What follows belongs to an exercise in optimizing a design on an open flow for small area and a short achievable clock period; a production flow would make more cautious choices. Function was not checked in any run shown here: the RTL went through the layout flow alone. No activity file was given, so power comes from the tool's default toggle rates.

===== flow/config.mk =====
export PLATFORM = sky130hd
export DESIGN_NAME = gamma_interp_11bit
export DESIGN_NICKNAME = gamma_interp_11bit
export VERILOG_FILES = /design/flow/design.v
export SDC_FILE = /design/flow/constraint.sdc
export NUM_CORES = 4
export LEC_CHECK = 0
export ABC_CLOCK_PERIOD_IN_PS = 3000
export CAP_MARGIN = 20
export CORE_MARGIN = 2
export CORE_UTILIZATION = 40
export SLEW_MARGIN = 20

===== flow/constraint.sdc =====
create_clock -name core_clock -period 10.0 [get_ports {clk}]
set_input_delay 2.0000 -clock core_clock [delete_from_list [all_inputs] [get_ports {clk}]]
set_output_delay 2.0000 -clock core_clock [all_outputs]
set_load 0.01 [all_outputs]

===== flow/design.v =====
module gamma_interp_11bit #(
  parameter int OUT_W = 10
) (
  input  logic             clk,
  input  logic             rst_n,
  input  logic             i_hs,
  input  logic             i_vs,
  input  logic [4:0]       idx,
  input  logic [10:0]      pixel_in,
  input  logic [10:0]      lowLevel,
  input  logic [10:0]      highLevel,
  input  logic             lut_we,
  input  logic [5:0]       lut_addr,
  input  logic [OUT_W-1:0] lut_wdata,
  input  logic             lut_commit,
  output logic             commit_pending,
  output logic             o_hs,
  output logic             o_vs,
  output logic [OUT_W-1:0] pix_out
);
  localparam int N = 33;
  function automatic logic [9:0] ramp(input int k);
    logic [31:0] v;
    v = 32'(k) * 32;
    if (v > 1023) v = 1023;
    ramp = v[9:0];
  endfunction
  logic [9:0] r_shadow [N];
  logic [9:0] r_active [N];
  logic       r_act_ramp;    
  logic       r_pend;
  logic       r_vs_prev;
  logic       w_copy;
  assign w_copy         = r_pend & r_vs_prev & ~i_vs;
  assign commit_pending = r_pend;
  always_ff @(posedge clk or negedge rst_n) begin
    if (!rst_n) begin
      r_pend    <= 1'b0;
      r_vs_prev <= 1'b0;
    end else begin
      r_pend    <= lut_commit | (r_pend & ~w_copy);
      r_vs_prev <= i_vs;
    end
  end
  always_ff @(posedge clk or negedge rst_n) begin
    if (!rst_n) begin
      for (int k = 0; k < N; k++) r_shadow[k] <= ramp(k);
    end else if (lut_we && lut_addr <= 6'd32) begin
      r_shadow[lut_addr] <= lut_wdata;
    end
  end
  always_ff @(posedge clk or negedge rst_n) begin
    if (!rst_n) r_act_ramp <= 1'b1;
    else if (w_copy) r_act_ramp <= 1'b0;
  end
  always_ff @(posedge clk) begin
    if (w_copy)
      for (int k = 0; k < N; k++) r_active[k] <= r_shadow[k];
  end
  logic [15:0] w_so1;
  logic [16:0] w_se, w_so;
  logic [9:0]  w_ye, w_yo;
  logic [10:0] w_d, w_w;
  logic [3:0]  w_s;
  logic [4:0]  w_je;
  assign w_je = {1'b0, idx[4:1]} + {4'b0, idx[0]};
  always_comb begin
    for (int j = 0; j < 16; j++) w_so1[j] = (idx[4:1] == 4'(j));
    for (int j = 0; j < 17; j++) begin
      w_so[j] = (j < 16) ? (~r_act_ramp & w_so1[j % 16]) : 1'b0;
      w_se[j] = ~r_act_ramp & (((j < 16) ? (~idx[0] & w_so1[j % 16]) : 1'b0) |
                               ((j > 0) ? (idx[0] & w_so1[(j + 15) % 16]) : 1'b0));
    end
    w_ye = r_act_ramp ? (w_je[4] ? 10'h3ff : {w_je[3:0], 6'b0}) : 10'b0;
    w_yo = r_act_ramp ? {idx[4:1], 1'b1, 5'b0} : 10'b0;
    for (int j = 0; j < 17; j++) w_ye = w_ye | ({10{w_se[j]}} & r_active[2*j]);
    for (int j = 0; j < 16; j++) w_yo = w_yo | ({10{w_so[j]}} & r_active[2*j+1]);
  end
  assign w_d = pixel_in - lowLevel;
  assign w_w = highLevel - lowLevel;
  always_comb begin
    w_s = '0;
    for (int i = 0; i < 11; i++)
      if (w_w[i]) w_s = 4'(i);
  end
  logic [9:0]  r_ye_1, r_yo_1;
  logic        r_b_1;
  logic [10:0] r_d_1;
  logic [3:0]  r_s_1;
  logic        r_wz_1;
  logic        r_blank_1;
  always_ff @(posedge clk) begin
    r_ye_1 <= w_ye;
    r_yo_1 <= w_yo;
    r_b_1  <= idx[0];
    r_d_1  <= w_d;
    r_s_1  <= w_s;
    r_wz_1 <= (highLevel == lowLevel);
  end
  always_ff @(posedge clk or negedge rst_n) begin
    if (!rst_n) r_blank_1 <= 1'b1;
    else        r_blank_1 <= ~(i_hs & i_vs);
  end
  logic [9:0]         w_y0, w_y1;
  logic [10:0]        w_x;
  logic [20:0]        w_y0x;
  logic [20:0]        w_yr;
  logic [12:0]        w_db;
  logic [5:0]         w_one, w_two, w_ng;
  logic [11:0]        w_pp0, w_pp1, w_pp2, w_pp3, w_pp4, w_pp5;
  logic [22:0]        w_sa, w_sb;
  assign w_y0  = r_b_1 ? r_yo_1 : r_ye_1;
  assign w_y1  = r_b_1 ? r_ye_1 : r_yo_1;
  assign w_y0x = {10'b0, w_y0, 1'b1};
  assign w_yr  = (w_y0x << r_s_1) >> 1;
  assign w_db  = r_wz_1 ? 13'b0 : {1'b0, r_d_1, 1'b0};
  logic xs_g0_0;
  assign xs_g0_0 = w_y1[0] & ~w_y0[0];
  logic xs_g1_0;
  assign xs_g1_0 = w_y1[1] & ~w_y0[1];
  logic xs_g2_0;
  assign xs_g2_0 = w_y1[2] & ~w_y0[2];
  logic xs_g3_0;
  assign xs_g3_0 = w_y1[3] & ~w_y0[3];
  logic xs_g4_0;
  assign xs_g4_0 = w_y1[4] & ~w_y0[4];
  logic xs_g5_0;
  assign xs_g5_0 = w_y1[5] & ~w_y0[5];
  logic xs_g6_0;
  assign xs_g6_0 = w_y1[6] & ~w_y0[6];
  logic xs_g7_0;
  assign xs_g7_0 = w_y1[7] & ~w_y0[7];
  logic xs_g8_0;
  assign xs_g8_0 = w_y1[8] & ~w_y0[8];
  logic xs_g9_0;
  assign xs_g9_0 = w_y1[9] & ~w_y0[9];
  logic xs_g10_0;
  assign xs_g10_0 = 1'b0 & 1'b1;
  logic xs_p0;
  assign xs_p0 = w_y1[0] ^ ~w_y0[0];
  logic xs_p1;
  assign xs_p1 = w_y1[1] ^ ~w_y0[1];
  logic xs_p2;
  assign xs_p2 = w_y1[2] ^ ~w_y0[2];
  logic xs_p3;
  assign xs_p3 = w_y1[3] ^ ~w_y0[3];
  logic xs_p4;
  assign xs_p4 = w_y1[4] ^ ~w_y0[4];
  logic xs_p5;
  assign xs_p5 = w_y1[5] ^ ~w_y0[5];
  logic xs_p6;
  assign xs_p6 = w_y1[6] ^ ~w_y0[6];
  logic xs_p7;
  assign xs_p7 = w_y1[7] ^ ~w_y0[7];
  logic xs_p8;
  assign xs_p8 = w_y1[8] ^ ~w_y0[8];
  logic xs_p9;
  assign xs_p9 = w_y1[9] ^ ~w_y0[9];
  logic xs_p10;
  assign xs_p10 = 1'b0 ^ 1'b1;
  logic xs_g0_c;
  assign xs_g0_c = xs_g0_0 | (xs_p0 & 1'b1);
  logic xs_g1_1;
  assign xs_g1_1 = xs_g1_0 | (xs_p1 & xs_g0_c);
  logic xs_q1_1;
  assign xs_q1_1 = xs_p1 & xs_p0;
  logic xs_g3_1;
  assign xs_g3_1 = xs_g3_0 | (xs_p3 & xs_g2_0);
  logic xs_q3_1;
  assign xs_q3_1 = xs_p3 & xs_p2;
  logic xs_g5_1;
  assign xs_g5_1 = xs_g5_0 | (xs_p5 & xs_g4_0);
  logic xs_q5_1;
  assign xs_q5_1 = xs_p5 & xs_p4;
  logic xs_g7_1;
  assign xs_g7_1 = xs_g7_0 | (xs_p7 & xs_g6_0);
  logic xs_q7_1;
  assign xs_q7_1 = xs_p7 & xs_p6;
  logic xs_g9_1;
  assign xs_g9_1 = xs_g9_0 | (xs_p9 & xs_g8_0);
  logic xs_q9_1;
  assign xs_q9_1 = xs_p9 & xs_p8;
  logic xs_g2_2;
  assign xs_g2_2 = xs_g2_0 | (xs_p2 & xs_g1_1);
  logic xs_q2_2;
  assign xs_q2_2 = xs_p2 & xs_q1_1;
  logic xs_g3_2;
  assign xs_g3_2 = xs_g3_1 | (xs_q3_1 & xs_g1_1);
  logic xs_q3_2;
  assign xs_q3_2 = xs_q3_1 & xs_q1_1;
  logic xs_g6_2;
  assign xs_g6_2 = xs_g6_0 | (xs_p6 & xs_g5_1);
  logic xs_q6_2;
  assign xs_q6_2 = xs_p6 & xs_q5_1;
  logic xs_g7_2;
  assign xs_g7_2 = xs_g7_1 | (xs_q7_1 & xs_g5_1);
  logic xs_q7_2;
  assign xs_q7_2 = xs_q7_1 & xs_q5_1;
  logic xs_g10_2;
  assign xs_g10_2 = xs_g10_0 | (xs_p10 & xs_g9_1);
  logic xs_q10_2;
  assign xs_q10_2 = xs_p10 & xs_q9_1;
  logic xs_g4_3;
  assign xs_g4_3 = xs_g4_0 | (xs_p4 & xs_g3_2);
  logic xs_q4_3;
  assign xs_q4_3 = xs_p4 & xs_q3_2;
  logic xs_g5_3;
  assign xs_g5_3 = xs_g5_1 | (xs_q5_1 & xs_g3_2);
  logic xs_q5_3;
  assign xs_q5_3 = xs_q5_1 & xs_q3_2;
  logic xs_g6_3;
  assign xs_g6_3 = xs_g6_2 | (xs_q6_2 & xs_g3_2);
  logic xs_q6_3;
  assign xs_q6_3 = xs_q6_2 & xs_q3_2;
  logic xs_g7_3;
  assign xs_g7_3 = xs_g7_2 | (xs_q7_2 & xs_g3_2);
  logic xs_q7_3;
  assign xs_q7_3 = xs_q7_2 & xs_q3_2;
  logic xs_g8_4;
  assign xs_g8_4 = xs_g8_0 | (xs_p8 & xs_g7_3);
  logic xs_q8_4;
  assign xs_q8_4 = xs_p8 & xs_q7_3;
  logic xs_g9_4;
  assign xs_g9_4 = xs_g9_1 | (xs_q9_1 & xs_g7_3);
  logic xs_q9_4;
  assign xs_q9_4 = xs_q9_1 & xs_q7_3;
  logic xs_g10_4;
  assign xs_g10_4 = xs_g10_2 | (xs_q10_2 & xs_g7_3);
  logic xs_q10_4;
  assign xs_q10_4 = xs_q10_2 & xs_q7_3;
  assign w_x[0] = (xs_p0 ^ 1'b1);
  assign w_x[1] = (xs_p1 ^ xs_g0_c);
  assign w_x[2] = (xs_p2 ^ xs_g1_1);
  assign w_x[3] = (xs_p3 ^ xs_g2_2);
  assign w_x[4] = (xs_p4 ^ xs_g3_2);
  assign w_x[5] = (xs_p5 ^ xs_g4_3);
  assign w_x[6] = (xs_p6 ^ xs_g5_3);
  assign w_x[7] = (xs_p7 ^ xs_g6_3);
  assign w_x[8] = (xs_p8 ^ xs_g7_3);
  assign w_x[9] = (xs_p9 ^ xs_g8_4);
  assign w_x[10] = (xs_p10 ^ xs_g9_4);
  always_comb begin
    for (int j = 0; j < 6; j++) begin
      w_one[j] = w_db[2*j+1] ^ w_db[2*j];
      w_two[j] = (w_db[2*j+2] & ~w_db[2*j+1] & ~w_db[2*j]) |
                 (~w_db[2*j+2] & w_db[2*j+1] & w_db[2*j]);
      w_ng[j]  = w_db[2*j+2] & ~(w_db[2*j+1] & w_db[2*j]);
    end
  end
  function automatic logic [11:0] bpp(input logic [10:0] x, input logic one,
                                      input logic two, input logic ng);
    logic [11:0] m;
    m = one ? {x[10], x} : (two ? {x, 1'b0} : 12'b0);
    bpp = m ^ {12{ng}};
  endfunction
  assign w_pp0 = bpp(w_x, w_one[0], w_two[0], w_ng[0]);
  assign w_pp1 = bpp(w_x, w_one[1], w_two[1], w_ng[1]);
  assign w_pp2 = bpp(w_x, w_one[2], w_two[2], w_ng[2]);
  assign w_pp3 = bpp(w_x, w_one[3], w_two[3], w_ng[3]);
  assign w_pp4 = bpp(w_x, w_one[4], w_two[4], w_ng[4]);
  assign w_pp5 = bpp(w_x, w_one[5], w_two[5], w_ng[5]);
  logic t0s;
  assign t0s = w_pp0[10] ^ w_pp1[8];
  logic t0c;
  assign t0c = w_pp0[10] & w_pp1[8];
  logic t1s;
  assign t1s = w_pp0[11] ^ w_pp1[9];
  logic t1c;
  assign t1c = w_pp0[11] & w_pp1[9];
  logic t2s;
  assign t2s = w_pp0[11] ^ w_pp1[10];
  logic t2c;
  assign t2c = w_pp0[11] & w_pp1[10];
  logic t3s;
  assign t3s = ~w_pp0[11] ^ ~w_pp1[11];
  logic t3c;
  assign t3c = ~w_pp0[11] & ~w_pp1[11];
  logic t4s;
  assign t4s = w_pp0[6] ^ w_pp1[4];
  logic t4c;
  assign t4c = w_pp0[6] & w_pp1[4];
  logic t5s;
  assign t5s = w_pp0[7] ^ w_pp1[5];
  logic t5c;
  assign t5c = w_pp0[7] & w_pp1[5];
  logic t6s;
  assign t6s = w_pp0[8] ^ w_pp1[6] ^ w_pp2[4];
  logic t6c;
  assign t6c = (w_pp0[8] & w_pp1[6]) | (w_pp0[8] & w_pp2[4]) | (w_pp1[6] & w_pp2[4]);
  logic t7s;
  assign t7s = w_pp3[2] ^ w_pp4[0];
  logic t7c;
  assign t7c = w_pp3[2] & w_pp4[0];
  logic t8s;
  assign t8s = w_pp0[9] ^ w_pp1[7] ^ w_pp2[5];
  logic t8c;
  assign t8c = (w_pp0[9] & w_pp1[7]) | (w_pp0[9] & w_pp2[5]) | (w_pp1[7] & w_pp2[5]);
  logic t9s;
  assign t9s = w_pp3[3] ^ w_pp4[1];
  logic t9c;
  assign t9c = w_pp3[3] & w_pp4[1];
  logic t10s;
  assign t10s = w_pp2[6] ^ w_pp3[4] ^ w_pp4[2];
  logic t10c;
  assign t10c = (w_pp2[6] & w_pp3[4]) | (w_pp2[6] & w_pp4[2]) | (w_pp3[4] & w_pp4[2]);
  logic t11s;
  assign t11s = w_pp5[0] ^ w_ng[5] ^ t0s;
  logic t11c;
  assign t11c = (w_pp5[0] & w_ng[5]) | (w_pp5[0] & t0s) | (w_ng[5] & t0s);
  logic t12s;
  assign t12s = w_pp2[7] ^ w_pp3[5] ^ w_pp4[3];
  logic t12c;
  assign t12c = (w_pp2[7] & w_pp3[5]) | (w_pp2[7] & w_pp4[3]) | (w_pp3[5] & w_pp4[3]);
  logic t13s;
  assign t13s = w_pp5[1] ^ t0c ^ t1s;
  logic t13c;
  assign t13c = (w_pp5[1] & t0c) | (w_pp5[1] & t1s) | (t0c & t1s);
  logic t14s;
  assign t14s = w_pp2[8] ^ w_pp3[6] ^ w_pp4[4];
  logic t14c;
  assign t14c = (w_pp2[8] & w_pp3[6]) | (w_pp2[8] & w_pp4[4]) | (w_pp3[6] & w_pp4[4]);
  logic t15s;
  assign t15s = w_pp5[2] ^ t1c ^ t2s;
  logic t15c;
  assign t15c = (w_pp5[2] & t1c) | (w_pp5[2] & t2s) | (t1c & t2s);
  logic t16s;
  assign t16s = w_pp2[9] ^ w_pp3[7] ^ w_pp4[5];
  logic t16c;
  assign t16c = (w_pp2[9] & w_pp3[7]) | (w_pp2[9] & w_pp4[5]) | (w_pp3[7] & w_pp4[5]);
  logic t17s;
  assign t17s = w_pp5[3] ^ t2c ^ t3s;
  logic t17c;
  assign t17c = (w_pp5[3] & t2c) | (w_pp5[3] & t3s) | (t2c & t3s);
  logic t18s;
  assign t18s = 1'b1 ^ w_pp2[10] ^ w_pp3[8];
  logic t18c;
  assign t18c = (1'b1 & w_pp2[10]) | (1'b1 & w_pp3[8]) | (w_pp2[10] & w_pp3[8]);
  logic t19s;
  assign t19s = w_pp4[6] ^ w_pp5[4] ^ t3c;
  logic t19c;
  assign t19c = (w_pp4[6] & w_pp5[4]) | (w_pp4[6] & t3c) | (w_pp5[4] & t3c);
  logic t20s;
  assign t20s = ~w_pp2[11] ^ w_pp3[9] ^ w_pp4[7];
  logic t20c;
  assign t20c = (~w_pp2[11] & w_pp3[9]) | (~w_pp2[11] & w_pp4[7]) | (w_pp3[9] & w_pp4[7]);
  logic t21s;
  assign t21s = 1'b1 ^ w_pp3[10];
  logic t21c;
  assign t21c = 1'b1 & w_pp3[10];
  logic t22s;
  assign t22s = w_pp0[4] ^ w_pp1[2];
  logic t22c;
  assign t22c = w_pp0[4] & w_pp1[2];
  logic t23s;
  assign t23s = w_pp0[5] ^ w_pp1[3];
  logic t23c;
  assign t23c = w_pp0[5] & w_pp1[3];
  logic t24s;
  assign t24s = w_pp2[2] ^ w_pp3[0] ^ w_ng[3];
  logic t24c;
  assign t24c = (w_pp2[2] & w_pp3[0]) | (w_pp2[2] & w_ng[3]) | (w_pp3[0] & w_ng[3]);
  logic t25s;
  assign t25s = w_pp2[3] ^ w_pp3[1] ^ t4c;
  logic t25c;
  assign t25c = (w_pp2[3] & w_pp3[1]) | (w_pp2[3] & t4c) | (w_pp3[1] & t4c);
  logic t26s;
  assign t26s = w_ng[4] ^ t5c ^ t6s;
  logic t26c;
  assign t26c = (w_ng[4] & t5c) | (w_ng[4] & t6s) | (t5c & t6s);
  logic t27s;
  assign t27s = t6c ^ t7c ^ t8s;
  logic t27c;
  assign t27c = (t6c & t7c) | (t6c & t8s) | (t7c & t8s);
  logic t28s;
  assign t28s = t8c ^ t9c ^ t10s;
  logic t28c;
  assign t28c = (t8c & t9c) | (t8c & t10s) | (t9c & t10s);
  logic t29s;
  assign t29s = t10c ^ t11c ^ t12s;
  logic t29c;
  assign t29c = (t10c & t11c) | (t10c & t12s) | (t11c & t12s);
  logic t30s;
  assign t30s = t12c ^ t13c ^ t14s;
  logic t30c;
  assign t30c = (t12c & t13c) | (t12c & t14s) | (t13c & t14s);
  logic t31s;
  assign t31s = t14c ^ t15c ^ t16s;
  logic t31c;
  assign t31c = (t14c & t15c) | (t14c & t16s) | (t15c & t16s);
  logic t32s;
  assign t32s = t16c ^ t17c ^ t18s;
  logic t32c;
  assign t32c = (t16c & t17c) | (t16c & t18s) | (t17c & t18s);
  logic t33s;
  assign t33s = w_pp5[5] ^ t18c ^ t19c;
  logic t33c;
  assign t33c = (w_pp5[5] & t18c) | (w_pp5[5] & t19c) | (t18c & t19c);
  logic t34s;
  assign t34s = w_pp4[8] ^ w_pp5[6] ^ t20c;
  logic t34c;
  assign t34c = (w_pp4[8] & w_pp5[6]) | (w_pp4[8] & t20c) | (w_pp5[6] & t20c);
  logic t35s;
  assign t35s = ~w_pp3[11] ^ w_pp4[9] ^ w_pp5[7];
  logic t35c;
  assign t35c = (~w_pp3[11] & w_pp4[9]) | (~w_pp3[11] & w_pp5[7]) | (w_pp4[9] & w_pp5[7]);
  logic t36s;
  assign t36s = 1'b1 ^ w_pp4[10];
  logic t36c;
  assign t36c = 1'b1 & w_pp4[10];
  logic t37s;
  assign t37s = w_pp0[2] ^ w_pp1[0];
  logic t37c;
  assign t37c = w_pp0[2] & w_pp1[0];
  logic t38s;
  assign t38s = w_pp0[3] ^ w_pp1[1];
  logic t38c;
  assign t38c = w_pp0[3] & w_pp1[1];
  logic t39s;
  assign t39s = w_pp2[0] ^ w_ng[2] ^ t22s;
  logic t39c;
  assign t39c = (w_pp2[0] & w_ng[2]) | (w_pp2[0] & t22s) | (w_ng[2] & t22s);
  logic t40s;
  assign t40s = w_pp2[1] ^ t22c ^ t23s;
  logic t40c;
  assign t40c = (w_pp2[1] & t22c) | (w_pp2[1] & t23s) | (t22c & t23s);
  logic t41s;
  assign t41s = t4s ^ t23c ^ t24s;
  logic t41c;
  assign t41c = (t4s & t23c) | (t4s & t24s) | (t23c & t24s);
  logic t42s;
  assign t42s = t5s ^ t24c ^ t25s;
  logic t42c;
  assign t42c = (t5s & t24c) | (t5s & t25s) | (t24c & t25s);
  logic t43s;
  assign t43s = t7s ^ t25c ^ t26s;
  logic t43c;
  assign t43c = (t7s & t25c) | (t7s & t26s) | (t25c & t26s);
  logic t44s;
  assign t44s = t9s ^ t26c ^ t27s;
  logic t44c;
  assign t44c = (t9s & t26c) | (t9s & t27s) | (t26c & t27s);
  logic t45s;
  assign t45s = t11s ^ t27c ^ t28s;
  logic t45c;
  assign t45c = (t11s & t27c) | (t11s & t28s) | (t27c & t28s);
  logic t46s;
  assign t46s = t13s ^ t28c ^ t29s;
  logic t46c;
  assign t46c = (t13s & t28c) | (t13s & t29s) | (t28c & t29s);
  logic t47s;
  assign t47s = t15s ^ t29c ^ t30s;
  logic t47c;
  assign t47c = (t15s & t29c) | (t15s & t30s) | (t29c & t30s);
  logic t48s;
  assign t48s = t17s ^ t30c ^ t31s;
  logic t48c;
  assign t48c = (t17s & t30c) | (t17s & t31s) | (t30c & t31s);
  logic t49s;
  assign t49s = t19s ^ t31c ^ t32s;
  logic t49c;
  assign t49c = (t19s & t31c) | (t19s & t32s) | (t31c & t32s);
  logic t50s;
  assign t50s = t20s ^ t32c ^ t33s;
  logic t50c;
  assign t50c = (t20s & t32c) | (t20s & t33s) | (t32c & t33s);
  logic t51s;
  assign t51s = t21s ^ t33c ^ t34s;
  logic t51c;
  assign t51c = (t21s & t33c) | (t21s & t34s) | (t33c & t34s);
  logic t52s;
  assign t52s = t21c ^ t34c ^ t35s;
  logic t52c;
  assign t52c = (t21c & t34c) | (t21c & t35s) | (t34c & t35s);
  logic t53s;
  assign t53s = w_pp5[8] ^ t35c ^ t36s;
  logic t53c;
  assign t53c = (w_pp5[8] & t35c) | (w_pp5[8] & t36s) | (t35c & t36s);
  logic t54s;
  assign t54s = ~w_pp4[11] ^ w_pp5[9] ^ t36c;
  logic t54c;
  assign t54c = (~w_pp4[11] & w_pp5[9]) | (~w_pp4[11] & t36c) | (w_pp5[9] & t36c);
  logic t55s;
  assign t55s = 1'b1 ^ w_pp5[10];
  logic t55c;
  assign t55c = 1'b1 & w_pp5[10];
  assign w_sa[0] = w_pp0[0];
  assign w_sb[0] = w_ng[0];
  assign w_sa[1] = w_pp0[1];
  assign w_sb[1] = 1'b0;
  assign w_sa[2] = w_ng[1];
  assign w_sb[2] = t37s;
  assign w_sa[3] = t37c;
  assign w_sb[3] = t38s;
  assign w_sa[4] = t38c;
  assign w_sb[4] = t39s;
  assign w_sa[5] = t39c;
  assign w_sb[5] = t40s;
  assign w_sa[6] = t40c;
  assign w_sb[6] = t41s;
  assign w_sa[7] = t41c;
  assign w_sb[7] = t42s;
  assign w_sa[8] = t42c;
  assign w_sb[8] = t43s;
  assign w_sa[9] = t43c;
  assign w_sb[9] = t44s;
  assign w_sa[10] = t44c;
  assign w_sb[10] = t45s;
  assign w_sa[11] = t45c;
  assign w_sb[11] = t46s;
  assign w_sa[12] = t46c;
  assign w_sb[12] = t47s;
  assign w_sa[13] = t47c;
  assign w_sb[13] = t48s;
  assign w_sa[14] = t48c;
  assign w_sb[14] = t49s;
  assign w_sa[15] = t49c;
  assign w_sb[15] = t50s;
  assign w_sa[16] = t50c;
  assign w_sb[16] = t51s;
  assign w_sa[17] = t51c;
  assign w_sb[17] = t52s;
  assign w_sa[18] = t52c;
  assign w_sb[18] = t53s;
  assign w_sa[19] = t53c;
  assign w_sb[19] = t54s;
  assign w_sa[20] = t54c;
  assign w_sb[20] = t55s;
  assign w_sa[21] = ~w_pp5[11];
  assign w_sb[21] = t55c;
  assign w_sa[22] = 1'b1;
  assign w_sb[22] = 1'b0;
  logic [22:0] r_sa_2, r_sb_2;
  logic [20:0] r_yr_2;
  logic [3:0]  r_s_2;
  logic        r_blank_2;
  always_ff @(posedge clk) begin
    r_sa_2 <= w_sa;
    r_sb_2 <= w_sb;
    r_yr_2 <= w_yr;
    r_s_2  <= r_s_1;
  end
  always_ff @(posedge clk or negedge rst_n) begin
    if (!rst_n) r_blank_2 <= 1'b1;
    else        r_blank_2 <= r_blank_1;
  end
  logic [22:0]        w_yr2, w_ta, w_tb, w_t;
  logic signed [22:0] w_r;
  logic [9:0]         w_pix;
  assign w_yr2 = {2'b0, r_yr_2};
  assign w_ta  = r_sa_2 ^ r_sb_2 ^ w_yr2;
  assign w_tb  = {((r_sa_2[21:0] & r_sb_2[21:0]) | (r_sa_2[21:0] & w_yr2[21:0]) |
                   (r_sb_2[21:0] & w_yr2[21:0])), 1'b0};
  logic ts_g0_0;
  assign ts_g0_0 = w_ta[0] & w_tb[0];
  logic ts_g1_0;
  assign ts_g1_0 = w_ta[1] & w_tb[1];
  logic ts_g2_0;
  assign ts_g2_0 = w_ta[2] & w_tb[2];
  logic ts_g3_0;
  assign ts_g3_0 = w_ta[3] & w_tb[3];
  logic ts_g4_0;
  assign ts_g4_0 = w_ta[4] & w_tb[4];
  logic ts_g5_0;
  assign ts_g5_0 = w_ta[5] & w_tb[5];
  logic ts_g6_0;
  assign ts_g6_0 = w_ta[6] & w_tb[6];
  logic ts_g7_0;
  assign ts_g7_0 = w_ta[7] & w_tb[7];
  logic ts_g8_0;
  assign ts_g8_0 = w_ta[8] & w_tb[8];
  logic ts_g9_0;
  assign ts_g9_0 = w_ta[9] & w_tb[9];
  logic ts_g10_0;
  assign ts_g10_0 = w_ta[10] & w_tb[10];
  logic ts_g11_0;
  assign ts_g11_0 = w_ta[11] & w_tb[11];
  logic ts_g12_0;
  assign ts_g12_0 = w_ta[12] & w_tb[12];
  logic ts_g13_0;
  assign ts_g13_0 = w_ta[13] & w_tb[13];
  logic ts_g14_0;
  assign ts_g14_0 = w_ta[14] & w_tb[14];
  logic ts_g15_0;
  assign ts_g15_0 = w_ta[15] & w_tb[15];
  logic ts_g16_0;
  assign ts_g16_0 = w_ta[16] & w_tb[16];
  logic ts_g17_0;
  assign ts_g17_0 = w_ta[17] & w_tb[17];
  logic ts_g18_0;
  assign ts_g18_0 = w_ta[18] & w_tb[18];
  logic ts_g19_0;
  assign ts_g19_0 = w_ta[19] & w_tb[19];
  logic ts_g20_0;
  assign ts_g20_0 = w_ta[20] & w_tb[20];
  logic ts_g21_0;
  assign ts_g21_0 = w_ta[21] & w_tb[21];
  logic ts_g22_0;
  assign ts_g22_0 = w_ta[22] & w_tb[22];
  logic ts_p0;
  assign ts_p0 = w_ta[0] ^ w_tb[0];
  logic ts_p1;
  assign ts_p1 = w_ta[1] ^ w_tb[1];
  logic ts_p2;
  assign ts_p2 = w_ta[2] ^ w_tb[2];
  logic ts_p3;
  assign ts_p3 = w_ta[3] ^ w_tb[3];
  logic ts_p4;
  assign ts_p4 = w_ta[4] ^ w_tb[4];
  logic ts_p5;
  assign ts_p5 = w_ta[5] ^ w_tb[5];
  logic ts_p6;
  assign ts_p6 = w_ta[6] ^ w_tb[6];
  logic ts_p7;
  assign ts_p7 = w_ta[7] ^ w_tb[7];
  logic ts_p8;
  assign ts_p8 = w_ta[8] ^ w_tb[8];
  logic ts_p9;
  assign ts_p9 = w_ta[9] ^ w_tb[9];
  logic ts_p10;
  assign ts_p10 = w_ta[10] ^ w_tb[10];
  logic ts_p11;
  assign ts_p11 = w_ta[11] ^ w_tb[11];
  logic ts_p12;
  assign ts_p12 = w_ta[12] ^ w_tb[12];
  logic ts_p13;
  assign ts_p13 = w_ta[13] ^ w_tb[13];
  logic ts_p14;
  assign ts_p14 = w_ta[14] ^ w_tb[14];
  logic ts_p15;
  assign ts_p15 = w_ta[15] ^ w_tb[15];
  logic ts_p16;
  assign ts_p16 = w_ta[16] ^ w_tb[16];
  logic ts_p17;
  assign ts_p17 = w_ta[17] ^ w_tb[17];
  logic ts_p18;
  assign ts_p18 = w_ta[18] ^ w_tb[18];
  logic ts_p19;
  assign ts_p19 = w_ta[19] ^ w_tb[19];
  logic ts_p20;
  assign ts_p20 = w_ta[20] ^ w_tb[20];
  logic ts_p21;
  assign ts_p21 = w_ta[21] ^ w_tb[21];
  logic ts_p22;
  assign ts_p22 = w_ta[22] ^ w_tb[22];
  logic ts_g1_1;
  assign ts_g1_1 = ts_g1_0 | (ts_p1 & ts_g0_0);
  logic ts_q1_1;
  assign ts_q1_1 = ts_p1 & ts_p0;
  logic ts_g3_1;
  assign ts_g3_1 = ts_g3_0 | (ts_p3 & ts_g2_0);
  logic ts_q3_1;
  assign ts_q3_1 = ts_p3 & ts_p2;
  logic ts_g5_1;
  assign ts_g5_1 = ts_g5_0 | (ts_p5 & ts_g4_0);
  logic ts_q5_1;
  assign ts_q5_1 = ts_p5 & ts_p4;
  logic ts_g7_1;
  assign ts_g7_1 = ts_g7_0 | (ts_p7 & ts_g6_0);
  logic ts_q7_1;
  assign ts_q7_1 = ts_p7 & ts_p6;
  logic ts_g9_1;
  assign ts_g9_1 = ts_g9_0 | (ts_p9 & ts_g8_0);
  logic ts_q9_1;
  assign ts_q9_1 = ts_p9 & ts_p8;
  logic ts_g11_1;
  assign ts_g11_1 = ts_g11_0 | (ts_p11 & ts_g10_0);
  logic ts_q11_1;
  assign ts_q11_1 = ts_p11 & ts_p10;
  logic ts_g13_1;
  assign ts_g13_1 = ts_g13_0 | (ts_p13 & ts_g12_0);
  logic ts_q13_1;
  assign ts_q13_1 = ts_p13 & ts_p12;
  logic ts_g15_1;
  assign ts_g15_1 = ts_g15_0 | (ts_p15 & ts_g14_0);
  logic ts_q15_1;
  assign ts_q15_1 = ts_p15 & ts_p14;
  logic ts_g17_1;
  assign ts_g17_1 = ts_g17_0 | (ts_p17 & ts_g16_0);
  logic ts_q17_1;
  assign ts_q17_1 = ts_p17 & ts_p16;
  logic ts_g19_1;
  assign ts_g19_1 = ts_g19_0 | (ts_p19 & ts_g18_0);
  logic ts_q19_1;
  assign ts_q19_1 = ts_p19 & ts_p18;
  logic ts_g21_1;
  assign ts_g21_1 = ts_g21_0 | (ts_p21 & ts_g20_0);
  logic ts_q21_1;
  assign ts_q21_1 = ts_p21 & ts_p20;
  logic ts_g2_2;
  assign ts_g2_2 = ts_g2_0 | (ts_p2 & ts_g1_1);
  logic ts_q2_2;
  assign ts_q2_2 = ts_p2 & ts_q1_1;
  logic ts_g3_2;
  assign ts_g3_2 = ts_g3_1 | (ts_q3_1 & ts_g1_1);
  logic ts_q3_2;
  assign ts_q3_2 = ts_q3_1 & ts_q1_1;
  logic ts_g6_2;
  assign ts_g6_2 = ts_g6_0 | (ts_p6 & ts_g5_1);
  logic ts_q6_2;
  assign ts_q6_2 = ts_p6 & ts_q5_1;
  logic ts_g7_2;
  assign ts_g7_2 = ts_g7_1 | (ts_q7_1 & ts_g5_1);
  logic ts_q7_2;
  assign ts_q7_2 = ts_q7_1 & ts_q5_1;
  logic ts_g10_2;
  assign ts_g10_2 = ts_g10_0 | (ts_p10 & ts_g9_1);
  logic ts_q10_2;
  assign ts_q10_2 = ts_p10 & ts_q9_1;
  logic ts_g11_2;
  assign ts_g11_2 = ts_g11_1 | (ts_q11_1 & ts_g9_1);
  logic ts_q11_2;
  assign ts_q11_2 = ts_q11_1 & ts_q9_1;
  logic ts_g14_2;
  assign ts_g14_2 = ts_g14_0 | (ts_p14 & ts_g13_1);
  logic ts_q14_2;
  assign ts_q14_2 = ts_p14 & ts_q13_1;
  logic ts_g15_2;
  assign ts_g15_2 = ts_g15_1 | (ts_q15_1 & ts_g13_1);
  logic ts_q15_2;
  assign ts_q15_2 = ts_q15_1 & ts_q13_1;
  logic ts_g18_2;
  assign ts_g18_2 = ts_g18_0 | (ts_p18 & ts_g17_1);
  logic ts_q18_2;
  assign ts_q18_2 = ts_p18 & ts_q17_1;
  logic ts_g19_2;
  assign ts_g19_2 = ts_g19_1 | (ts_q19_1 & ts_g17_1);
  logic ts_q19_2;
  assign ts_q19_2 = ts_q19_1 & ts_q17_1;
  logic ts_g22_2;
  assign ts_g22_2 = ts_g22_0 | (ts_p22 & ts_g21_1);
  logic ts_q22_2;
  assign ts_q22_2 = ts_p22 & ts_q21_1;
  logic ts_g4_3;
  assign ts_g4_3 = ts_g4_0 | (ts_p4 & ts_g3_2);
  logic ts_q4_3;
  assign ts_q4_3 = ts_p4 & ts_q3_2;
  logic ts_g5_3;
  assign ts_g5_3 = ts_g5_1 | (ts_q5_1 & ts_g3_2);
  logic ts_q5_3;
  assign ts_q5_3 = ts_q5_1 & ts_q3_2;
  logic ts_g6_3;
  assign ts_g6_3 = ts_g6_2 | (ts_q6_2 & ts_g3_2);
  logic ts_q6_3;
  assign ts_q6_3 = ts_q6_2 & ts_q3_2;
  logic ts_g7_3;
  assign ts_g7_3 = ts_g7_2 | (ts_q7_2 & ts_g3_2);
  logic ts_q7_3;
  assign ts_q7_3 = ts_q7_2 & ts_q3_2;
  logic ts_g12_3;
  assign ts_g12_3 = ts_g12_0 | (ts_p12 & ts_g11_2);
  logic ts_q12_3;
  assign ts_q12_3 = ts_p12 & ts_q11_2;
  logic ts_g13_3;
  assign ts_g13_3 = ts_g13_1 | (ts_q13_1 & ts_g11_2);
  logic ts_q13_3;
  assign ts_q13_3 = ts_q13_1 & ts_q11_2;
  logic ts_g14_3;
  assign ts_g14_3 = ts_g14_2 | (ts_q14_2 & ts_g11_2);
  logic ts_q14_3;
  assign ts_q14_3 = ts_q14_2 & ts_q11_2;
  logic ts_g15_3;
  assign ts_g15_3 = ts_g15_2 | (ts_q15_2 & ts_g11_2);
  logic ts_q15_3;
  assign ts_q15_3 = ts_q15_2 & ts_q11_2;
  logic ts_g20_3;
  assign ts_g20_3 = ts_g20_0 | (ts_p20 & ts_g19_2);
  logic ts_q20_3;
  assign ts_q20_3 = ts_p20 & ts_q19_2;
  logic ts_g21_3;
  assign ts_g21_3 = ts_g21_1 | (ts_q21_1 & ts_g19_2);
  logic ts_q21_3;
  assign ts_q21_3 = ts_q21_1 & ts_q19_2;
  logic ts_g22_3;
  assign ts_g22_3 = ts_g22_2 | (ts_q22_2 & ts_g19_2);
  logic ts_q22_3;
  assign ts_q22_3 = ts_q22_2 & ts_q19_2;
  logic ts_g8_4;
  assign ts_g8_4 = ts_g8_0 | (ts_p8 & ts_g7_3);
  logic ts_q8_4;
  assign ts_q8_4 = ts_p8 & ts_q7_3;
  logic ts_g9_4;
  assign ts_g9_4 = ts_g9_1 | (ts_q9_1 & ts_g7_3);
  logic ts_q9_4;
  assign ts_q9_4 = ts_q9_1 & ts_q7_3;
  logic ts_g10_4;
  assign ts_g10_4 = ts_g10_2 | (ts_q10_2 & ts_g7_3);
  logic ts_q10_4;
  assign ts_q10_4 = ts_q10_2 & ts_q7_3;
  logic ts_g11_4;
  assign ts_g11_4 = ts_g11_2 | (ts_q11_2 & ts_g7_3);
  logic ts_q11_4;
  assign ts_q11_4 = ts_q11_2 & ts_q7_3;
  logic ts_g12_4;
  assign ts_g12_4 = ts_g12_3 | (ts_q12_3 & ts_g7_3);
  logic ts_q12_4;
  assign ts_q12_4 = ts_q12_3 & ts_q7_3;
  logic ts_g13_4;
  assign ts_g13_4 = ts_g13_3 | (ts_q13_3 & ts_g7_3);
  logic ts_q13_4;
  assign ts_q13_4 = ts_q13_3 & ts_q7_3;
  logic ts_g14_4;
  assign ts_g14_4 = ts_g14_3 | (ts_q14_3 & ts_g7_3);
  logic ts_q14_4;
  assign ts_q14_4 = ts_q14_3 & ts_q7_3;
  logic ts_g15_4;
  assign ts_g15_4 = ts_g15_3 | (ts_q15_3 & ts_g7_3);
  logic ts_q15_4;
  assign ts_q15_4 = ts_q15_3 & ts_q7_3;
  logic ts_g16_5;
  assign ts_g16_5 = ts_g16_0 | (ts_p16 & ts_g15_4);
  logic ts_q16_5;
  assign ts_q16_5 = ts_p16 & ts_q15_4;
  logic ts_g17_5;
  assign ts_g17_5 = ts_g17_1 | (ts_q17_1 & ts_g15_4);
  logic ts_q17_5;
  assign ts_q17_5 = ts_q17_1 & ts_q15_4;
  logic ts_g18_5;
  assign ts_g18_5 = ts_g18_2 | (ts_q18_2 & ts_g15_4);
  logic ts_q18_5;
  assign ts_q18_5 = ts_q18_2 & ts_q15_4;
  logic ts_g19_5;
  assign ts_g19_5 = ts_g19_2 | (ts_q19_2 & ts_g15_4);
  logic ts_q19_5;
  assign ts_q19_5 = ts_q19_2 & ts_q15_4;
  logic ts_g20_5;
  assign ts_g20_5 = ts_g20_3 | (ts_q20_3 & ts_g15_4);
  logic ts_q20_5;
  assign ts_q20_5 = ts_q20_3 & ts_q15_4;
  logic ts_g21_5;
  assign ts_g21_5 = ts_g21_3 | (ts_q21_3 & ts_g15_4);
  logic ts_q21_5;
  assign ts_q21_5 = ts_q21_3 & ts_q15_4;
  logic ts_g22_5;
  assign ts_g22_5 = ts_g22_3 | (ts_q22_3 & ts_g15_4);
  logic ts_q22_5;
  assign ts_q22_5 = ts_q22_3 & ts_q15_4;
  assign w_t[0] = ts_p0;
  assign w_t[1] = (ts_p1 ^ ts_g0_0);
  assign w_t[2] = (ts_p2 ^ ts_g1_1);
  assign w_t[3] = (ts_p3 ^ ts_g2_2);
  assign w_t[4] = (ts_p4 ^ ts_g3_2);
  assign w_t[5] = (ts_p5 ^ ts_g4_3);
  assign w_t[6] = (ts_p6 ^ ts_g5_3);
  assign w_t[7] = (ts_p7 ^ ts_g6_3);
  assign w_t[8] = (ts_p8 ^ ts_g7_3);
  assign w_t[9] = (ts_p9 ^ ts_g8_4);
  assign w_t[10] = (ts_p10 ^ ts_g9_4);
  assign w_t[11] = (ts_p11 ^ ts_g10_4);
  assign w_t[12] = (ts_p12 ^ ts_g11_4);
  assign w_t[13] = (ts_p13 ^ ts_g12_4);
  assign w_t[14] = (ts_p14 ^ ts_g13_4);
  assign w_t[15] = (ts_p15 ^ ts_g14_4);
  assign w_t[16] = (ts_p16 ^ ts_g15_4);
  assign w_t[17] = (ts_p17 ^ ts_g16_5);
  assign w_t[18] = (ts_p18 ^ ts_g17_5);
  assign w_t[19] = (ts_p19 ^ ts_g18_5);
  assign w_t[20] = (ts_p20 ^ ts_g19_5);
  assign w_t[21] = (ts_p21 ^ ts_g20_5);
  assign w_t[22] = (ts_p22 ^ ts_g21_5);
  assign w_r = $signed(w_t) >>> r_s_2;
  always_comb begin
    if (r_blank_2)          w_pix = '0;
    else if (w_r[22])       w_pix = '0;
    else if (|w_r[21:10])   w_pix = 10'h3ff;
    else                    w_pix = w_r[9:0];
  end
  logic [2:0] r_hs_d, r_vs_d;
  logic [9:0] r_pix;
  always_ff @(posedge clk or negedge rst_n) begin
    if (!rst_n) begin
      r_hs_d <= '0;
      r_vs_d <= '0;
      r_pix  <= '0;
    end else begin
      r_hs_d <= {r_hs_d[1:0], i_hs};
      r_vs_d <= {r_vs_d[1:0], i_vs};
      r_pix  <= w_pix;
    end
  end
  assign o_hs    = r_hs_d[2];
  assign o_vs    = r_vs_d[2];
  assign pix_out = r_pix;
endmodule

===== flow/flow/run.sh =====
#!/bin/bash
set -euo pipefail
mapfile -t EXTRA < <(grep -v '^#' flow/extra.txt | grep .)
bash standard.sh "${EXTRA[@]}" finish > standard.log 2>&1

===== flow/flow/extra.txt =====
SETUP_SLACK_MARGIN=6.0
ADDER_MAP_FILE=

===== flow/standard.sh =====
#!/bin/bash
# synth_recipe.tcl (not shown) runs the flow's synth.tcl, then flattens the netlist and writes it again
# the make line also repeats each setting of config.mk as NAME=value (left out here)
make -C /OpenROAD-flow-scripts/flow DESIGN_CONFIG=/design/flow/config.mk WORK_HOME=/design/flow/orfs CLKGATE_MAP_FILE= SYNTH_SCRIPT=/design/flow/synth_recipe.tcl "${@:-finish}"

==> results of run 1 <==
[cells by family (layout without fill, tap and decap cells)]
group | count (synthesis) | count (layout) | share of synthesized area [%]
xor+xnor | 249 | 249 | 6.98
buf+inv | 210 | 430 | 2.15
mux | 399 | 399 | 12.2
simple gates | 715 | 715 | 9.05
fa+ha+maj | 74 | 74 | 2.00
compound gates | 600 | 601 | 12.0
flops | 784 | 784 | 55.5
other cells | 0 | 1 | 0
[synth_stat cells, types with 21 or more instances]
cell type / count / area, sq um
maj3_1: 64 / 641
mux2i_1: 29 / 290
clkbuf_1: 132 / 495
nor2b_1: 28 / 175
inv_1: 45 / 169
nor2_1: 220 / 826
a21oi_1: 97 / 485
dfrtp_1: 257 / 6430
a22o_1: 29 / 254
a22oi_1: 60 / 450
a221oi_1: 63 / 552
nand2_1: 187 / 702
o21ai_0: 92 / 460
dfxtp_1: 104 / 2080
and2_1: 27 / 169
xnor2_1: 167 / 1460
nand2b_1: 34 / 213
mux2_2: 358 / 4030
o211ai_1: 21 / 158
nand3_1: 57 / 285
a211oi_1: 22 / 165
xor2_1: 49 / 429
nor3_1: 50 / 250
edfxtp_1: 330 / 9910
dfstp_2: 93 / 2440
[critical path: cells and delay by family]
| kind | cells | cell delay (ns) |
|---|---|---|
| simple gates | 2 | 0.17 |
| buf+inv | 2 | 0.27 |
| compound gates | 4 | 0.74 |
| fa+ha+maj | 6 | 1.92 |
[final timing paths]
kind                               from              end  slack, ns  depth (start not counted)
max                        highLevel[0]         r_s_1[2]       5.38                         14
max reg2reg                  r_sb_2[17]         r_pix[6]       5.73                         14
min                           r_hs_d[1]        r_hs_d[2]       0.36                          0
min in group asynchronous         rst_n  r_shadow[24][4]       1.45                          1
max in group asynchronous         rst_n  r_shadow[27][2]       6.54                          3
min reg2reg                   r_hs_d[1]        r_hs_d[2]       0.36                          0
[power groups by stage]
stage / clock network [mW] / registers [mW] / logic [mW]
2_1_floorplan: 0 / 4.12 / 5.02
3_3_place_gp: 0 / 4.26 / 6.53
3_5_place_dp: 0 / 4.29 / 6.59
4_1_cts: 3.10 / 4.23 / 7.11
5_1_grt: 3.22 / 4.29 / 8.19
6_report: 3.03 / 4.24 / 7.60
[metal layers]
metal | vias to the layer above | track usage, % | share of wire, %
met3 | 161 | 2.87 | 4.7
met5 | - | 0 | 0
li1 | 11682 | - | -
met2 | 709 | 36.7 | 49
met1 | 13160 | 29.2 | 43
met4 | 0 | 5.77 | 2.7
[what timing repair did]
action | 4_1_cts | 5_1_grt
pin swaps | 50 | 74
resized for setup | 176 | 119
setup endpoints to repair | 261 | 134
endpoints found under the hold margin | 0 | 0
setup buffers | 39 | 54
cloned | 3 | 0
[registers in the layout, indices dropped and copies added (netlist names), 10 cells and up]
signal	count
r_pix	10
r_sa_2	22
r_shadow	330
r_yo_1	10
r_yr_2	20
r_sb_2	21
r_d_1	11
r_ye_1	10
r_active	330
[cell type report]
cell class	instances	area share (%)
sequential	784	47.1
multi-input combinational	2038	38.2
clock buffer	113	5.18
timing repair buffer	229	4.69
tap	1254	3.53
clock inverter	39	0.879
inverter	49	0.420
antenna	1	0.00564
==> impl_metrics.yaml, run 1 <==
run_status:
  status: "no timing/DRC/antenna violations"
timing:
  hold_viol: 0
  rsz0062_at_grt: "yes"
  setup_tns_ns: 0
  post-route-period-util_pct: 46.2
  setup_viol: 0
  max-slew-margin-rel_pct: 27.8
  timing.hold.ws_ns: 0.358
  slew_viol_final: 0
  fin_crit_ns: 4.62
  fmax_mhz: 217
  worst_slew_pin_slew_ns: 1.08
  skew_ns: 0.0204
  postLayoutSetupSlackWorst_ns: 5.38
final_layout:
  multi_input_area_sq_um: 17000
  final_core_util_pct: 47.6
  final_common_cell: "mux2_2"
  nFillCells: 8264
  final_cell_area_sq_um: 44400
  final_cells: 4507
  final_cell_mix: "mux2_2 (358), edfxtp_1 (330), dfrtp_1 (257)"
  layout-drive-gt1-share_pct: 31.2
  final_nets: 3243
  final-seq-area_sq_um: 20900
  syn_to_final_growth_pct: 18.2
setup_path:
  startpoint_type: "input pin"
  path_common_cell: "maj3_2"
  crit_fanout: 5
  cp-end-kind: "register"
  arrival_ns: 5.12
  cp_slowest_cell: "maj3_2"
  cp.required_ns: 10.50
  crit_chain: "buf_8 -> nand2b_4 -> maj3_2 -> maj3_2 -> maj3_2 -> maj3_2 -> maj3_2 -> maj3_2 -> a211oi_4 -> buf_4 -> nor2b_4 -> a22o_1 -> a22oi_2 -> a21oi_1"
  cp_slowest_stage_delay_ns: 0.37
  worstSetupPathType: "in -> reg"
hold_path:
  hold_path.class: "reg -> reg"
floorplanning:
  initial_core_util_pct: 40.3
  row_count: 112
  die_w_um: 310
  die_area_sq_um: 96400
  core_area_sq_um: 93200
  dieHeight_um: 310
  io_pins: 73
grt:
  grt_pass1_vias: 25550
  grt_max_degree: 111
  gr-total-overflow: 0
  antenna_found_initial: 0
  grtUsageTotal_pct: 21.6
  grt_pass1_wl_mm: 159
power_and_ir_drop:
  ir_worst_vdd_mv: 0.219
  p_sw_share_pct: 39.5
  p_leak_nw: 17.4
  power.density_nw_per_um2: 335
  pwr-share-clk_pct: 20.4
  power_frac_seq_pct: 28.5
  power.internal_mw: 9.00
  switchingPower_mw: 5.87
  p_comb_share_pct: 51.1
  power.total_mw: 14.9
logic_synthesis:
  ys_ff_latch: 784
  avgSynthCellArea_sq_um: 12.4
  ys_warn_count: 3
  yosysSeqAreaShare_pct: 55.5
  synth-edff-count: 330
  synth-main-ff-cell: "edfxtp_1"
  netlist_area_sq_um: 37600
  synth.distinct_cells: 107
  synthArstFlopShare_pct: 44.6
  syn-num-nets: 3091
  synthCells: 3031
clock_network:
  cts_root_buffer: "clkbuf_16"
  clock-sinks: 784
  cts_max_level: 3
  cts-buffers-inserted: 81
  clk_pin_slew_worst_paths_ns: 0.06
  ctsHoldBuffers: 0
  cts_buffer_depth: 3
  clk_latency_ns: 0.64
  cts_tree: "built"
routing:
  drt_iter0_drc: 2161
  drc: 0
  firstDrtPassIters: 5
  ant_nets: 0
  via_count: 25712
  routed_wirelength_mm: 104
  wire_per_inst_um: 23.2
  viasPerCell: 5.70
placement:
  gp_congestion: 0.866
  pre_cts_slack_ns: 4.04
  hpwlAfterDp_mm: 69.5
  dp.cells: 4257
  place_area_sq_um: 39800
  port_buffers: 72
run:
  maxCapViolCount: 0
==> run 2, diff against run 1 <==
==> flow/flow/extra.txt (replaced) <==
SETUP_SLACK_MARGIN=6.8
ADDER_MAP_FILE=
==> impl_metrics.yaml, run 2 <==
setup_path:
  crit_fanout: 5
  r2r_cells: 14
  reg2reg_to: "r_pix[1]"
  r2r_start: "r_yr_2[11]"
  cp-end-kind: "register"
  arrival_ns: 5.23
  reg2reg_slack_ns: 5.83
  cp.required_ns: 10.55
  startpoint_type: "input pin"
  worstSetupPathType: "in -> reg"
logic_synthesis:
  synth_compound_area_share_pct: 12.0
  yosysSeqAreaShare_pct: 55.5
  synthCells: 3031
  synth_top_family_by_area: "multiplexers"
  synth-main-ff-cell: "edfxtp_1"
  ys_ff_latch: 784
  synth-edff-count: 330
  synth.distinct_cells: 107
  synth_most_common_cell: "mux2_2"
  ys_top_cells_by_area: "edfxtp_1 (26%), dfrtp_1 (17%), mux2_2 (11%)"
  netlist_area_sq_um: 37600
  synthArstFlopShare_pct: 44.6
  yosys.area_share.simple_pct: 9.05
  yosys.area.top_type: "edfxtp_1"
  syn-num-nets: 3091
  muxShareOfSynthArea_pct: 12.2
  synth_top_area_share_pct: 26.4
  avgSynthCellArea_sq_um: 12.4
  synthTopCellsByCount: "mux2_2 (358), edfxtp_1 (330), dfrtp_1 (257)"
  synth_xor_area_share_pct: 6.98
  ys_warn_count: 3
  synthAdderAreaFrac_pct: 2.00
grt:
  grt_pass1_vias: 26230
  grtUsageTotal_pct: 22.3
  grt_max_degree: 98
  gr-total-overflow: 0
  antenna_found_initial: 1
  grt_pass1_wl_mm: 164
final_layout:
  final_core_util_pct: 51.1
  multi_input_area_sq_um: 18800
  final_cell_mix: "edfxtp_1 (330), mux2_2 (317), dfrtp_1 (257)"
  final-seq-area_sq_um: 20900
  nFillCells: 7860
  final_nets: 3350
  diodes: 0
  syn_to_final_growth_pct: 26.7
  final_common_cell: "edfxtp_1"
  layout-drive-gt1-share_pct: 41.1
  reg.largest.list: "r_active (330), r_shadow (330), r_sa_2 (22)"
timing:
  post-route-period-util_pct: 46.8
  setup_tns_ns: 0
  worst_slew_pin_slew_ns: 1.09
  skew_ns: 0.0257
  hold_viol: 0
  timing.hold.ws_ns: 0.353
  setup_viol: 0
  slew_viol_final: 0
  fin_crit_ns: 4.68
  fmax_mhz: 214
  rsz0062_at_grt: "yes"
  max-slew-margin-rel_pct: 27.4
hold_path:
  hold-path-cell-count: 0
  worstHoldEndpoint: "r_hs_d[2]"
  worstHoldStart: "r_hs_d[1]"
  hold_path.class: "reg -> reg"
power_and_ir_drop:
  power.internal_mw: 9.82
  p_sw_share_pct: 38.8
  p_leak_nw: 18.9
  switchingPower_mw: 6.23
  power_frac_seq_pct: 26.4
  power.density_nw_per_um2: 337
  ir_worst_vdd_mv: 0.200
  pwr-share-clk_pct: 19.2
  p_comb_share_pct: 54.4
  power.total_mw: 16.1
clock_network:
  cts-buffers-inserted: 82
  clk_latency_ns: 0.63
  cts_max_level: 3
  ctsHoldBuffers: 0
  cts_tree: "built"
  clock-sinks: 784
  clk_pin_slew_worst_paths_ns: 0.06
  cts_root_buffer: "clkbuf_16"
  cts_buffer_depth: 3
routing:
  drt_iter0_drc: 2288
  routed_wirelength_mm: 109
  viasPerCell: 5.74
  firstDrtPassIters: 7
  drc: 0
  via_count: 26481
  ant_nets: 0
  wire_per_inst_um: 23.6
placement:
  port_buffers: 72
  gp_congestion: 0.921
  hpwlAfterDp_mm: 68.6
floorplanning:
  core_area_sq_um: 93200
  die_area_sq_um: 96400
  io_pins: 73
  dieHeight_um: 310
  die_w_um: 310
  initial_core_util_pct: 40.3
  row_count: 112
run:
  maxCapViolCount: 0
run_status:
  status: "no timing/DRC/antenna violations"
-- run 2: cell counts after synthesis --
No cell type changed its count.
-- run 2: worst max-delay path by stage --
stage / start / endpoint / slack (ns)
3_3_place_gp: lowLevel[0] / r_s_1[1] / 3.82
5_1_grt: highLevel[0] / r_s_1[1] / 5.23
2_1_floorplan: i_vs / r_active[0][0] / 2.56
6_report: lowLevel[0] / r_s_1[0] / 5.32
3_5_place_dp: lowLevel[0] / r_s_1[1] / 3.79
4_1_cts: highLevel[0] / r_s_1[1] / 5.31
-- run 2: per-stage QoR --
step / instances / setup WS, ns / cell area [sq um]
5_1_grt: 4613 / 5.23 / 47600
2_1_floorplan: 3031 / 2.56 / 38800
6_report: 4613 / 5.32 / 47600
3_3_place_gp: 4235 / 3.82 / 40500
3_5_place_dp: 4237 / 3.79 / 40500
4_1_cts: 4546 / 5.31 / 46200
-- run 2: power groups by stage --
stage          Sequential (mW)  Combinational [mW]  Clock (mW)
2_1_floorplan             4.13                5.30           0
3_3_place_gp              4.25                6.64           0
3_5_place_dp              4.28                6.72           0
4_1_cts                   4.23                8.09        3.15
5_1_grt                   4.29                9.33        3.28
6_report                  4.24                8.73        3.08
-- run 2: logic make-up after synthesis --
kind of cell,after synthesis
flops,784
xor+xnor,249
compound gates,600
simple gates,715
fa+ha+maj,74
mux,399
buf+inv,210
-- run 2: critical path, stage by stage --
cell and delay [ns]:
buf_6 0.15, nand2b_4 0.07, maj3_2 0.32, maj3_2 0.31
maj3_2 0.31, maj3_2 0.31, maj3_2 0.32, maj3_2 0.37
mux2_2 0.29, o211a_1 0.15, a31oi_4 0.19, o211ai_1 0.10
a21oi_1 0.19, o21bai_1 0.12
-- run 2: cell type report --
type | count | share of cell area [%]
well taps | 1254 | 3.30
flip-flops and latches | 784 | 43.9
clock buffers | 118 | 4.87
inverters | 49 | 0.405
repair buffers | 335 | 7.08
multi-input cells | 2038 | 39.6
clock inverters | 35 | 0.867
-- run 2: what timing repair did --
action,4_1_cts,5_1_grt
endpoints found under the setup margin,801,258
pin swaps,163,141
setup buffers,146,67
resized for setup,478,177
gates cloned,10,0
-- run 2: layer usage --
| metal | wire length [um] | vias to the layer above | share of wire [%] | global-route usage, % |
|---|---|---|---|---|
| met5 | 0 | - | 0 | 0 |
| met4 | 2900 | 0 | 2.7 | 6.50 |
| met3 | 5610 | 221 | 5.2 | 3.11 |
| met2 | 53900 | 861 | 50 | 38.0 |
| met1 | 46400 | 13514 | 43 | 29.7 |
| li1 | - | 11885 | - | - |

## static timing again, ports no longer ideal
No port has a modelled driver above. Below, the same layouts with a new extraction and two added sets of constraints. Step 1 assumes that a clkbuf_16 drives the clock port and a buf_2 every other input. Step 2 times the ports against the registers' clock, not the clock port: input delays grow and output delays shrink by t, the midpoint of the rising clock arrivals with the driver on. Three values: ideal, step 1, step 2; two values: the first two.
| run | shift t [ns] | setup slack, ns | worst slew at a driven data input, ns | pins driven straight from the clock port |
|---|---|---|---|---|
| run 1 | 0.691 | 5.382 / 5.296 / 4.605 | 0.18 | 1 |
| run 2 | 0.685 | 5.317 / 5.207 / 4.521 | 0.24 | 1 |
After both steps every run listed still meets setup and hold. The setup slack of run 2, which loses most, moves by -0.110 ns with the drivers and by -0.796 ns with both steps.
